Context: an optimization exercise on an open-source flow, tuned for small area. The choices shown serve that exercise and are no tape-out recipe.
At most, simulation tests tie the RTL to the original design; equivalence was not proved.
Power figures rest on the tool's default switching activity, not on a simulated workload.

## tdc_click_top
module tdc_click_top #(
	parameter int WINDOW_CYCLES = 1000
) (
	input  logic        clk200_i,
	input  logic        gc_rst,
	input  logic        apb_psel_i,
	input  logic        apb_penable_i,
	input  logic        apb_pwrite_i,
	input  logic [7:0]  apb_paddr_i,
	input  logic [31:0] apb_pwdata_i,
	output logic [31:0] apb_prdata_o,
	output logic        apb_pready_o,
	output logic        apb_pslverr_o,
	input  logic        frame_i,
	input  logic        sdi_i,
	input  logic        pps_i,
	output logic        rec_valid_o,
	output logic [1:0]  rec_click_o,
	output logic [47:0] rec_gc_o,
	output logic [31:0] rec_tdc_o,
	output logic        count_valid_o
);
==> flow/config.mk <==
export PLATFORM = sky130hd
export DESIGN_NAME = tdc_click_top
export DESIGN_NICKNAME = tdc_click_top
export VERILOG_FILES = /design/flow/design.v
export SDC_FILE = /design/flow/constraint.sdc
export NUM_CORES = 4
export LEC_CHECK = 0
export CAP_MARGIN = 20
export CORE_MARGIN = 2
export CORE_UTILIZATION = 40
export SLEW_MARGIN = 20
==> flow/constraint.sdc <==
create_clock -name core_clock -period 11.0 [get_ports {clk200_i}]
set_input_delay 2.2000 -clock core_clock [delete_from_list [all_inputs] [get_ports {clk200_i}]]
set_output_delay 2.2000 -clock core_clock [all_outputs]
set_load 0.01 [all_outputs]
run.sh (not shown) runs the stock make flow with config.mk's settings and CLKGATE_MAP_FILE= SYNTH_SCRIPT=/design/flow/synth_recipe.tcl, a recipe that flattens the netlist after the stock synthesis.
The starting point reached the layout checks and failed them: setup timing.
Then changed:
Settings changed: CAP_MARGIN 20 to 5, CORE_UTILIZATION 40 to 60, CTS_BUF_LIST set to sky130_fd_sc_hd__clkbuf_4, GPL_TIMING_DRIVEN set to 0, SLEW_MARGIN 20 to 5.
Result: The changed run reached the layout checks and failed them: setup timing. Count of clock-buffer cells in the layout grows by 67. Wire length shrinks by 3.2%. Area after synthesis stays the same. Via count grows by 3.7%. Critical path depth grows by 3.
No functional check of the RTL was part of any run of this note.


## build 15
Another version of the RTL of tdc_click_top (not shown whole).
Size in the first run: roughly 250 flip-flops, ~170 I/O pins.
export LEC_CHECK = 0
export CAP_MARGIN = 20
export CORE_MARGIN = 2
export CORE_UTILIZATION = 65
export CTS_CLUSTER_DIAMETER = 80
export CTS_CLUSTER_SIZE = 30
export SLEW_MARGIN = 20
create_clock -name core_clock -period 11.0 [get_ports {clk200_i}]
standard.sh (not shown) runs the stock make flow with config.mk's settings and CLKGATE_MAP_FILE= SYNTH_SCRIPT=/design/flow/synth_recipe.tcl, a recipe that flattens the netlist after the stock synthesis.
==> flow/flow/run.sh <==
#!/bin/bash
# Own layout flow: the standard ORFS flow with three changes
#  - synthesis maps the logic with an area-oriented ABC script (abc_lean.script)
#    at the real clock period, and without the full/half adder cell extraction;
#    registers, their names and cell types are as in the standard synthesis
#  - the port buffers use the smallest buffer cell
# Every tool's output goes to a log file in this folder.
set -euo pipefail
WORK=$(pwd)
FLOWDIR=$WORK/flow
# synthesis script: the standard flow's, with ABC's mapping script swapped
{
  head -n 1 synth_recipe.tcl
  cat <<TCL
proc abc {args} {
  set i [lsearch -exact \$args -script]
  if { \$i >= 0 } { set args [lreplace \$args [expr {\$i + 1}] [expr {\$i + 1}] $FLOWDIR/abc_lean.script] }
  set i [lsearch -exact \$args -D]
  if { \$i >= 0 } { set args [lreplace \$args [expr {\$i + 1}] [expr {\$i + 1}] [expr {int(\$::env(FLOW_PERIOD_NS) * 1000)}]] }
  puts "lean abc: \$args"
  yosys abc {*}\$args
}
TCL
  tail -n +2 synth_recipe.tcl
} > lean_synth.tcl
sed "s#$WORK/synth_recipe.tcl#$WORK/lean_synth.tcl#" standard.sh > lean_standard.sh
grep -q lean_synth.tcl lean_standard.sh
export BUFFER_PORTS_ARGS="-buffer_cell sky130_fd_sc_hd__buf_1"
bash lean_standard.sh "ADDER_MAP_FILE=" finish > flow_make.log 2>&1
==> flow/flow/abc_lean.script <==
strash
&get -n
&fraig -x
&put
dc2
strash
&get -n
&dch -f
&nf {D}
&put
[inputs] build 14 vs build 15
diff --git a/flow/flow/run.sh b/flow/flow/run.sh
--- a/flow/flow/run.sh
+++ b/flow/flow/run.sh
@@ -28,2 +28,3 @@
 export BUFFER_PORTS_ARGS="-buffer_cell sky130_fd_sc_hd__buf_1"
+export RECOVER_POWER=100
 bash lean_standard.sh "ADDER_MAP_FILE=" finish > flow_make.log 2>&1
diff --git a/flow/config.mk b/flow/config.mk
--- a/flow/config.mk
+++ b/flow/config.mk
@@ -10,4 +10,4 @@
 export CORE_UTILIZATION = 65
-export CTS_CLUSTER_DIAMETER = 80
-export CTS_CLUSTER_SIZE = 30
+export CTS_CLUSTER_DIAMETER = 70
+export CTS_CLUSTER_SIZE = 22
 export SLEW_MARGIN = 20
==> comparison <==
Complete run, failing final checks: build 14, reason max-capacitance violations, max-slew violations.
Build 15 → build 14: final core utilization rose 0.39 points; count of non-filler cells in the finished layout rose 0.35%.
Build 15 → build 14: global routing usage on met1 fell 0.33 points; initial antenna violation count ~0 delta; sequential share of layout area fell by 0.22 points.
Per the comparison of build 14 with build 15, number of buffers other than clock buffers in the final layout now smaller; total number of vias increased by about 0.8% relative to the old numbers.
The clock period minus worst slack of build 14 exceeds that of build 15 by 0.017 ns.
[inputs] build 46 vs build 14
diff --git a/flow/flow/run.sh b/flow/flow/run.sh
--- a/flow/flow/run.sh
+++ b/flow/flow/run.sh
@@ -28,3 +28,2 @@
 export BUFFER_PORTS_ARGS="-buffer_cell sky130_fd_sc_hd__buf_1"
-export RECOVER_POWER=100
 bash lean_standard.sh "ADDER_MAP_FILE=" finish > flow_make.log 2>&1
==> flow/flow/abc_lean.script <==
strash
dc2
balance
rewrite
refactor
balance
rewrite
rewrite -z
balance
refactor -z
rewrite -z
balance
strash
&get -n
&dch -f
&nf -p -R 20 {D}
&put
Findings:
Build 46 vs build 14 on simple-gate share of the synthesized area: build 46 is the lower one. Cmp build 14 and build 46 / placeable core area / higher: build 14. Looking at part of the total power dissipated in sequential elements across build 14 and build 46, the one that comes out lower is build 14. In the tables for build 14 and build 46, synthesized area per cell reads higher with build 46. When the final numbers for build 14 and build 46 were put side by side, the slew at the pin closest to its max-slew limit turned out to be smaller in build 46. Compound-cell area share of the yosys netlist, build 14 and build 46, higher one = build 46. Of build 14 and build 46, the higher worst hold slack belongs to build 46. [compare] base=build 14 new=build 46: die footprint went down 3.1%, detailed-route wire length on metal 1 went down about 0.7%, remaining design rule violation count held. No stage failed in build 46, and the final checks on the layout all came back clean.
### build 46 -> build 12
==> flow/flow/abc_lean.script <==
strash
&get -n
&fraig -x
&put
dc2
strash
&get -n
&dch -f
&nf {D}
&put
diff --git a/flow/config.mk b/flow/config.mk
--- a/flow/config.mk
+++ b/flow/config.mk
@@ -10,4 +10,2 @@
 export CORE_UTILIZATION = 65
-export CTS_CLUSTER_DIAMETER = 70
-export CTS_CLUSTER_SIZE = 22
 export SLEW_MARGIN = 20
==> run notes <==
- NOTE sequential power build 46->build 12 increased by a few percent
- Number of rows in the core area, build 12 vs build 46: up by a few percent
- [compare] base=build 46 new=build 12: part of the total power dissipated in sequential elements now smaller, fraction of met1 tracks used by global routing down 0.39 points, total clock buffers created by CTS now larger, total congestion overflow closely matched the old numbers.
- Between build 12 and build 46, it is build 12 whose non-clock buffer total of the final layout is lower, by 16%.
- In build 12, fraction of area in multi-input gates is higher than in build 46.
## Diff of input files: build 59 against build 12
==> flow/flow/run.sh <==
#!/bin/bash
# Own layout flow: the standard ORFS flow, with the port buffers made
# from the smallest buffer cell instead of the default pick.
set -euo pipefail
export BUFFER_PORTS_ARGS="-buffer_cell sky130_fd_sc_hd__buf_1"
bash standard.sh finish > standard_flow.log 2>&1
diff --git a/flow/config.mk b/flow/config.mk
--- a/flow/config.mk
+++ b/flow/config.mk
@@ -9,3 +9,3 @@
 export CORE_MARGIN = 2
-export CORE_UTILIZATION = 65
+export CORE_UTILIZATION = 40
 export SLEW_MARGIN = 20
removed: flow/flow/abc_lean.script
Notes after the runs:
Lower filler-free cell count of the finished design was reported by build 12, not build 59. Post-synthesis instance total (build 12 / build 59): 0.870. Build 59: final worst slack higher than build 12.
## Diff of input files: build 68 against build 59
==> flow/flow/run.sh <==
#!/bin/bash
# Own layout flow: the standard ORFS flow with three changes
#  - synthesis maps the logic with an area-oriented ABC script (abc_lean.script)
#    at the real clock period, and without the full/half adder cell extraction;
#    registers, their names and cell types are as in the standard synthesis
#  - the port buffers use the smallest buffer cell
# Every tool's output goes to a log file in this folder.
set -euo pipefail
WORK=$(pwd)
FLOWDIR=$WORK/flow
# synthesis script: the standard flow's, with ABC's mapping script swapped
{
  head -n 1 synth_recipe.tcl
  cat <<TCL
proc abc {args} {
  set i [lsearch -exact \$args -script]
  if { \$i >= 0 } { set args [lreplace \$args [expr {\$i + 1}] [expr {\$i + 1}] $FLOWDIR/abc_lean.script] }
  set i [lsearch -exact \$args -D]
  if { \$i >= 0 } { set args [lreplace \$args [expr {\$i + 1}] [expr {\$i + 1}] [expr {int(\$::env(FLOW_PERIOD_NS) * 1000)}]] }
  puts "lean abc: \$args"
  yosys abc {*}\$args
}
TCL
  tail -n +2 synth_recipe.tcl
} > lean_synth.tcl
sed "s#$WORK/synth_recipe.tcl#$WORK/lean_synth.tcl#" standard.sh > lean_standard.sh
grep -q lean_synth.tcl lean_standard.sh
export BUFFER_PORTS_ARGS="-buffer_cell sky130_fd_sc_hd__buf_1"
bash lean_standard.sh "ADDER_MAP_FILE=" finish > flow_make.log 2>&1
==> flow/flow/abc_lean.script (new file) <==
strash
&get -n
&fraig -x
&put
dc2
strash
&get -n
&dch -f
&nf {D}
&put
diff --git a/flow/config.mk b/flow/config.mk
--- a/flow/config.mk
+++ b/flow/config.mk
@@ -9,3 +9,5 @@
 export CORE_MARGIN = 2
-export CORE_UTILIZATION = 40
+export CORE_UTILIZATION = 65
+export CTS_CLUSTER_DIAMETER = 70
+export CTS_CLUSTER_SIZE = 22
 export SLEW_MARGIN = 20
Notes after the runs:
- Wire: build 68 routes less than build 59
- Build 68: all stages complete, timing, DRC and antenna checks passed
- In the tables for build 68 and build 59, global-route wire length before repair reads lower with build 68.
- The final-layout worst hold slack of build 68 falls short of that of build 59 by 0.0096 ns.
- Compared to build 59, build 68 has design area 14% lower.


tdc_click_top again, from the RTL that the note above started with.
==> flow/config.mk <==
export PLATFORM = sky130hd
export DESIGN_NAME = tdc_click_top
export DESIGN_NICKNAME = tdc_click_top
export VERILOG_FILES = /design/flow/design.v
export SDC_FILE = /design/flow/constraint.sdc
export NUM_CORES = 4
export LEC_CHECK = 0
export CAP_MARGIN = 20
export CORE_MARGIN = 2
export CORE_UTILIZATION = 65
export CTS_CLUSTER_DIAMETER = 70
export CTS_CLUSTER_SIZE = 32
export SLEW_MARGIN = 20
==> flow/constraint.sdc <==
create_clock -name core_clock -period 11.0 [get_ports {clk200_i}]
set_input_delay 2.2000 -clock core_clock [delete_from_list [all_inputs] [get_ports {clk200_i}]]
set_output_delay 2.2000 -clock core_clock [all_outputs]
set_load 0.01 [all_outputs]
==> flow/flow/run.sh <==
#!/bin/bash
# Own layout flow: the standard ORFS flow with three changes
#  - synthesis maps the logic with an area-oriented ABC script (abc_lean.script)
#    at the real clock period, and without the full/half adder cell extraction;
#    registers, their names and cell types are as in the standard synthesis
#  - the port buffers use the smallest buffer cell
# Every tool's output goes to a log file in this folder.
set -euo pipefail
WORK=$(pwd)
FLOWDIR=$WORK/flow
# synthesis script: the standard flow's, with ABC's mapping script swapped
{
  head -n 1 synth_recipe.tcl
  cat <<TCL
proc abc {args} {
  set i [lsearch -exact \$args -script]
  if { \$i >= 0 } { set args [lreplace \$args [expr {\$i + 1}] [expr {\$i + 1}] $FLOWDIR/abc_lean.script] }
  set i [lsearch -exact \$args -D]
  if { \$i >= 0 } { set args [lreplace \$args [expr {\$i + 1}] [expr {\$i + 1}] [expr {int(\$::env(FLOW_PERIOD_NS) * 1000)}]] }
  puts "lean abc: \$args"
  yosys abc {*}\$args
}
TCL
  tail -n +2 synth_recipe.tcl
} > lean_synth.tcl
sed "s#$WORK/synth_recipe.tcl#$WORK/lean_synth.tcl#" standard.sh > lean_standard.sh
grep -q lean_synth.tcl lean_standard.sh
export BUFFER_PORTS_ARGS="-buffer_cell sky130_fd_sc_hd__buf_1"
bash lean_standard.sh "ADDER_MAP_FILE=" finish > flow_make.log 2>&1
==> flow/flow/abc_lean.script <==
strash
dc2
balance
rewrite
refactor
balance
rewrite
rewrite -z
balance
refactor -z
rewrite -z
balance
strash
&get -n
&dch -f
&nf -p -R 20 {D}
&put
Change:
--- a/flow/config.mk
+++ b/flow/config.mk
@@ -10,3 +10,3 @@
-export CORE_UTILIZATION = 65
-export CTS_CLUSTER_DIAMETER = 70
-export CTS_CLUSTER_SIZE = 32
+export CORE_UTILIZATION = 70
+export CTS_CLUSTER_DIAMETER = 75
+export CTS_CLUSTER_SIZE = 26
=> Synthesized area is unchanged. Count of clock-buffer cells in the layout came out higher by 3. Routed wire length came out higher by 4.0%. Total power came out higher by 1.6%. Cell area came out higher by 0.82%. Cell count is unchanged. Setup slack stays flat.
Change:
==> flow/flow/abc_lean.script (replaced) <==
strash
&get -n
&fraig -x
&put
dc2
strash
&get -n
&dch -f
&nf {D}
&put
--- a/flow/config.mk
+++ b/flow/config.mk
@@ -10,3 +10 @@
-export CORE_UTILIZATION = 70
-export CTS_CLUSTER_DIAMETER = 75
-export CTS_CLUSTER_SIZE = 26
+export CORE_UTILIZATION = 40
What happened: Design area goes up by about 6%; worst setup slack is worse by 69 ps; routed wire length goes up by about 9%; sequential share of layout area goes down by 2.4 points; flip-flop and latch count stays the same; utilization goes down by 34 points; synthesized cell count goes up by about 5.5%; clock skew barely changes; global-route usage goes down by 13 points; non-clock buffer count goes down by 31; total power goes up by about 40%.


Starting RTL as in the previous note.
export LEC_CHECK = 0
export CAP_MARGIN = 20
export CORE_MARGIN = 2
export CORE_UTILIZATION = 65
export CTS_CLUSTER_DIAMETER = 70
export CTS_CLUSTER_SIZE = 22
export SLEW_MARGIN = 20
create_clock -name core_clock -period 11.0 [get_ports {clk200_i}]
==> flow/flow/abc_lean.script <==
strash
dc2
balance
rewrite
refactor
balance
rewrite
rewrite -z
balance
refactor -z
rewrite -z
balance
strash
&get -n
&dch -f
&nf -p -R 50 {D}
&put
Scripts as last shown in full above: flow/flow/run.sh
==> next run, changes <==
--- a/flow/flow/abc_lean.script
+++ b/flow/flow/abc_lean.script
@@ -16 +16 @@
-&nf -p -R 50 {D}
+&nf -p -R 20 {D}
--- a/flow/config.mk
+++ b/flow/config.mk
@@ -11,2 +11,2 @@
-export CTS_CLUSTER_DIAMETER = 70
-export CTS_CLUSTER_SIZE = 22
+export CTS_CLUSTER_DIAMETER = 75
+export CTS_CLUSTER_SIZE = 26
Clock power went down by 8.8%.
Area after synthesis went up by about 0.7%.
Worst setup slack gets better by 0.074 ns.
Via count went up by 0.81%.
Clock skew went up by 0.024 ns.
Synthesized cell count went up by about 0.6%.
Utilization went down by 1.0 points.
Maximum frequency went up by 0.70%.
Worst hold slack gets better by 0.0032 ns.
==> next run, changes <==
--- a/flow/config.mk
+++ b/flow/config.mk
@@ -12,0 +13 @@
+export PLACE_DENSITY = 0.8
=>
- power is about the same
- worst hold slack is about the same
- design area came out higher by 1.4%
- setup slack gets worse by 0.11 ns
==> next run, changes <==
==> flow/run.sh (new file) <==
#!/bin/bash
# synth_recipe.tcl (not shown) runs the flow's synth.tcl, then flattens the netlist and writes it again
# the make line also repeats each setting of config.mk as NAME=value (left out here)
make -C /OpenROAD-flow-scripts/flow DESIGN_CONFIG=/design/flow/config.mk WORK_HOME=/design/flow/orfs CLKGATE_MAP_FILE= SYNTH_SCRIPT=/design/flow/synth_recipe.tcl finish
--- a/flow/config.mk
+++ b/flow/config.mk
@@ -10,4 +10 @@
-export CORE_UTILIZATION = 65
-export CTS_CLUSTER_DIAMETER = 75
-export CTS_CLUSTER_SIZE = 26
-export PLACE_DENSITY = 0.8
+export CORE_UTILIZATION = 40
removed: flow/flow/run.sh
removed: flow/flow/abc_lean.script
removed: flow/standard.sh
Result: Via count rose by 11%; sequential share of layout area fell by 8.3 points; clock power rose by 66%; register-to-register slack is better by 0.55 ns; total power rose by 68%; cell area rose by 24%; utilization fell by 29 points.

==> port drivers added, routing unchanged <==
In the flow no input, the clock included, has a driving cell. The finished layouts below were timed again as built, in two steps. Step 1 (the two cells are an assumption about what drives the block):
set clk [get_ports {clk200_i}]
set_driving_cell -lib_cell sky130_fd_sc_hd__clkbuf_16 $clk
set_driving_cell -lib_cell sky130_fd_sc_hd__buf_2 [delete_from_list [all_inputs] $clk]
Step 2 adds t to the input delays and takes it off the output delays; t is the mean of the earliest and latest rising clock arrival at the registers after step 1. Input paths then give back, and output paths get back, about the clock's delay inside the block. Three values: ideal ports, drivers, drivers and shift; two values: the first two.
| run | t, ns | setup WS [ns] | hold slack, ns | cell pins on the clock port's net |
|---|---|---|---|---|
| the first run of note 1 | 0.607 | -5.340 / -5.340 / -5.340 | 0.329 / 0.329 / 0.329 | 1 |
| the second run of note 1 | 0.707 | -6.041 / -6.041 / -6.041 | 0.329 / 0.329 / 0.329 | 1 |
| build 15 | 0.542 | 0.468 / 0.468 / 0.468 | 0.336 / 0.336 / 0.336 | 1 |
| build 14 | 0.544 | 0.451 / 0.451 / 0.451 | 0.334 / 0.334 / 0.334 | 1 |
| build 46 | 0.546 | 0.441 / 0.441 / 0.441 | 0.341 / 0.341 / 0.341 | 1 |
| build 12 | 0.575 | 0.439 / 0.439 / 0.439 | 0.328 / 0.328 / 0.328 | 1 |
| build 59 | 0.627 | 0.993 / 0.993 / 0.993 | 0.344 / 0.344 / 0.344 | 1 |
| build 68 | 0.542 | 0.455 / 0.455 / 0.455 | 0.334 / 0.334 / 0.334 | 1 |
| the first run of note 3 | 0.534 | 0.471 / 0.471 / 0.471 | 0.341 / 0.341 / 0.341 | 1 |
| the second run of note 3 | 0.532 | 0.474 / 0.474 / 0.474 | 0.336 / 0.336 / 0.336 | 1 |
| the third run of note 3 | 0.605 | 0.404 / 0.404 / 0.404 | 0.327 / 0.327 / 0.327 | 1 |
| the first run of note 4 | 0.546 | 0.380 / 0.380 / 0.380 | 0.335 / 0.335 / 0.335 | 1 |
| the second run of note 4 | 0.542 | 0.454 / 0.454 / 0.454 | 0.338 / 0.338 / 0.338 | 1 |
| the third run of note 4 | 0.538 | 0.340 / 0.340 / 0.340 | 0.340 / 0.340 / 0.340 | 1 |
| the fourth run of note 4 | 0.625 | 0.889 / 0.889 / 0.889 | 0.331 / 0.331 / 0.331 | 1 |
